From an optimization exercise on the open Yosys and OpenROAD flow, aimed at small area, a short achievable clock period and few clock cycles per item; shortcuts taken in it are not production practice.
Function was checked by simulation only, so behaviour that the tests miss may differ from the original.

## lagoon
Design tilt_vector_to_angle_sector, start of the top module:
module tilt_vector_to_angle_sector (
  input  wire         clk,
  input  wire         rst,
  input  wire         accel_valid,
  output wire         accel_stall,
  input  wire  [15:0] accel_x,
  input  wire  [15:0] accel_y,
  output wire         sector_valid,
  input  wire         sector_stall,
  output wire  [4:0]  sector
);
  localparam integer XW  = 19;
  function automatic integer wy(input integer k);
    case (k)
      1: wy = 18; 2: wy = 18; 3: wy = 17; 4: wy = 16; 5: wy = 16;
      6: wy = 15; 7: wy = 14; 8: wy = 13; 9: wy = 12; 10: wy = 11;
      11: wy = 10; 12: wy = 9; 13: wy = 8; default: wy = 7;
    endcase
  endfunction
  function automatic [13:0] atan_step(input integer i);
    case (i)
      0: atan_step = 14'd8192; 1: atan_step = 14'd4836; 2: atan_step = 14'd2555;
      3: atan_step = 14'd1297; 4: atan_step = 14'd651;  5: atan_step = 14'd326;
      6: atan_step = 14'd163;  7: atan_step = 14'd81;   8: atan_step = 14'd41;
      9: atan_step = 14'd20;   10: atan_step = 14'd10;  11: atan_step = 14'd5;
      12: atan_step = 14'd3;   13: atan_step = 14'd1;   14: atan_step = 14'd1;
      default: atan_step = 14'd0;
    endcase
  endfunction
  function automatic [15:0] abs16(input [15:0] v);
    integer j;
    reg     any;
    begin
      any = 1'b0;
      for (j = 0; j < 16; j = j + 1) begin
        abs16[j] = v[j] ^ (v[15] & any);
        any = any | v[j];
      end
    end
  endfunction
  reg        stall_q;
  wire       accept = accel_valid & ~stall_q;
  reg        v0, sx, sy;
  reg [15:0] ax, ay;
  always @(posedge clk) begin
    if (rst) v0 <= 1'b0;
    else     v0 <= accept;
    sx <= accel_x[15];
    sy <= accel_y[15];
    ax <= abs16(accel_x);
    ay <= abs16(accel_y);
  end
  wire        d0  = sx ^ sy;
  wire [16:0] s1x;
  wire [15:0] dyx, dxy;
  tvas_ks_add #(.W(17)) u_s1x (.a({1'b0, ax}), .b({1'b0, ay}), .ci(1'b0), .s(s1x));
  tvas_ks_add #(.W(16)) u_dyx (.a(ay), .b(~ax), .ci(1'b1), .s(dyx));
  tvas_ks_add #(.W(16)) u_dxy (.a(ax), .b(~ay), .ci(1'b1), .s(dxy));
  wire [15:0] s1y = d0 ? dyx : dxy;
  wire        yz  = (ay == 16'd0);
  wire        xz  = (ax == 16'd0);
  reg [16:0] n1x;
  reg [15:0] n1y;
  reg        n1d, n1b;
  always @* begin
  ...
clock: 5.0 ns
lec_check: 0
abc_area: 1
cap_margin: 20
core_margin: 2
core_utilization: 55
setup_slack_margin: 2.5
slew_margin: 20
run.sh (not shown) runs the stock make flow with config.mk's settings and CLKGATE_MAP_FILE= SYNTH_SCRIPT=/design/flow/synth_recipe.tcl, a recipe that flattens the netlist after the stock synthesis.
Testbench counts of lagoon, summed over its fixed seeds: cycles 16,120, items 16,000.
> inputs changed (lagoon -> sierra)
- changing CORE_UTILIZATION from 55 to 40
### Flow results
- sierra | status: complete | timing, DRC, antenna: pass
- Delta(number of clock buffers in the layout, sierra - lagoon) < 0
- sierra ended up with g_rot[5].g_xy.xq[16] as its end of the critical path; lagoon ended up with sector[4].
- Against lagoon as the reference, sierra delivers a higher overall die height.
- From lagoon to sierra, mean instance size in the synthesized netlist did not move at all.
- The biggest fanout along the worst timing path reported for sierra is greater than that of lagoon by 12.
- Compared with lagoon, in sierra final period demand of the worst path down 0.061 ns; via count flat.
- Run comparison: sierra critical path class reg -> reg; lagoon critical path class reg -> out
- Sort sierra and lagoon by post-route cell area, ascending, and lagoon comes first.
The following lists how raven was set up differently from sierra:
- changing SETUP_SLACK_MARGIN from 2.5 to 2.2
--- outcome ---
Capture point of the worst path: g_rot[5].g_xy.xq[16] -> sierra, g_rot[4].g_xy.yq[12] -> raven
Taking sierra as the reference, in raven detailed-routed wire length on met2 lost 1.9%, routed via count lost 0.57%, final instance area lost about 1.3%, first-pass GRT wire length neither gained nor lost much.
Taking sierra as the reference, in raven wire length reported by the detailed router shows a reduction of about 1.5%; shortest period the worst path allows now sits higher.
Diff sierra -> raven: multi-input combinational cell count closely matched the old numbers; hold slack closely matched the old numbers; number of search-and-repair iterations in the first detailed-routing pass closely matched the old numbers.
Modified inputs, indigo compared to raven
- SETUP_SLACK_MARGIN changed from 2.2 to 2.6
[summary]
- The flow did not stop early for indigo: all stages ran, and the layout cleared the timing, design-rule and antenna checks.
- Highest clock rate went up by more than 10% going from raven to indigo.
- Diff raven -> indigo: flip-flop and latch share of the layout cell area decreased by 0.82 points relative to the old numbers; final standard cell utilization of the core increased by 1.2 points relative to the old numbers.

========
run 1:
Another version of the RTL of tilt_vector_to_angle_sector (not shown whole).
For scale: about 4100 cells after synthesis.
## tilt_vector_to_angle_sector
module tilt_vector_to_angle_sector (
  input  wire         clk,
  input  wire         rst,
  input  wire         accel_valid,
  output wire         accel_stall,
  input  wire  [15:0] accel_x,
  input  wire  [15:0] accel_y,
  output wire         sector_valid,
  input  wire         sector_stall,
  output wire  [4:0]  sector
);
Settings: LEC_CHECK=0, ABC_AREA=1, CAP_MARGIN=20, CORE_MARGIN=2, CORE_UTILIZATION=40, CTS_BUF_LIST=sky130_fd_sc_hd__clkbuf_4 sky130_fd_sc_hd__clkbuf_8, CTS_CLUSTER_SIZE=30, SETUP_SLACK_MARGIN=2.6, SLEW_MARGIN=20; clock period 5.0 ns.
Testbench counts of run 1, summed over its fixed seeds: cycles 16,120, items 16,000.
Input changes introduced in run 2 (baseline for comparison: run 1):
- SETUP_SLACK_MARGIN now 2.5, was 2.6
- CTS_BUF_LIST no longer set, was sky130_fd_sc_hd__clkbuf_4 sky130_fd_sc_hd__clkbuf_8
- CTS_CLUSTER_SIZE no longer set, was 30
- Run 2 finished every step from synthesis to the final layout, and the layout passed the timing, design-rule and antenna checks.
- Worst setup slack: run 2 < run 1
- Run 2 and run 1 ended up with nearly the same wire length of the first global-routing pass.
- Run comparison: run 2 beginning of the critical path g_rot[1].g_xy.yq[17]; run 1 beginning of the critical path g_rot[11].g_xy.yq[8]
- Taking run 1 as the reference point, the first-iteration DRC count of run 2 falls by 4.0%.
- Cmp run 2 vs run 1: number of non-filler instances in the completed layout lower in run 2
- In the tables for run 2 and run 1, routed length on met2 reads higher with run 1.
Input changes introduced in run 3 (baseline for comparison: run 2):
- PLACE_DENSITY: unset -> 0.75
==> run notes <==
Across both runs, maximum frequency was higher for run 3 than for run 2.
On register-to-register slack, run 3 does better than run 2.
Sequential share of layout area delta for run 3 relative to run 2: 0.24 points higher
Delta (run 3 minus run 2): clock-buffer cell count has decreased; depth of the worst register-to-register path decreased 2; setup slack after layout picked up an extra 0.072 ns; violation count after the first detailed-route iteration moved up.
In run 3 the via count turned out 503 higher than in run 2.
Of run 3 and run 2, it is run 3 that has the lower design area.
There was hardly any difference in number of enable-type register cells in the synthesized netlist between run 3 and run 2.
Input-level comparison between run 4 and run 3:
- SETUP_SLACK_MARGIN changed from 2.5 to 2.6
- PLACE_DENSITY removed (was 0.75)
[summary]
In the reports for run 4 and run 3, the smaller total non-filler cell area in the finished layout belongs to run 3. Comparing final-layout clock buffer total for run 4 and run 3, the smaller number came from run 3. [run 4 vs run 3] maximum number of pins on one net before global-route repair: lower in run 4. Re hold slack: run 3 was higher than run 4.
Input-level comparison between run 5 and run 4:
- setting CTS_BUF_LIST to sky130_fd_sc_hd__clkbuf_2 sky130_fd_sc_hd__clkbuf_4 sky130_fd_sc_hd__clkbuf_8 for the first time
- setting PLACE_DENSITY to 0.75 for the first time
- setting CTS_CLUSTER_SIZE to 40 for the first time
[summary]
- Run 5 vs. run 4: count of buffering cells on the critical path with inverters included went up by 1.
- Going from run 4 to run 5, the critical path depth was found to have gone up by 1.
- Compared with run 4, in run 5 pre-CTS setup slack picked up an extra 0.038 ns, via density per instance picked up an extra about 2%.

-- static timing again, ports no longer ideal --
In the flow no input, the clock included, has a driving cell. The finished layouts below were timed again as built, in two steps.
Step 1 assumes that a clkbuf_16 drives the clock port and a buf_2 every other input.
Step 2 also shifts input and output timing later by t, the mid clock arrival at the registers, as if the neighbouring blocks saw the same clock.
Three values: no drivers, after step 1, after step 2; two values: the first two.
run | t, ns | setup WS [ns] | worst register clock-pin slew, ns
lagoon | 0.663 | 2.559 / 2.493 / 2.272 | 0.06 / 0.06
sierra | 0.676 | 2.620 / 2.619 / 2.256 | 0.06 / 0.06
raven | 0.675 | 2.408 / 2.399 / 2.253 | 0.06 / 0.06
indigo | 0.676 | 2.663 / 2.619 / 2.249 | 0.06 / 0.06
run 1 | 0.786 | 2.655 / 2.610 / 2.177 | 0.07 / 0.07
run 2 | 0.672 | 2.529 / 2.529 / 2.200 | 0.06 / 0.06
run 3 | 0.667 | 2.600 / 2.590 / 2.126 | 0.06 / 0.06
run 4 | 0.671 | 2.637 / 2.623 / 2.199 | 0.06 / 0.06
run 5 | 0.756 | 2.659 / 2.613 / 2.127 | 0.07 / 0.07
After both steps setup and hold are still met in every run listed. For run 5, which loses most, drivers alone change the setup slack by -0.046 ns; drivers and shift together by -0.532 ns.
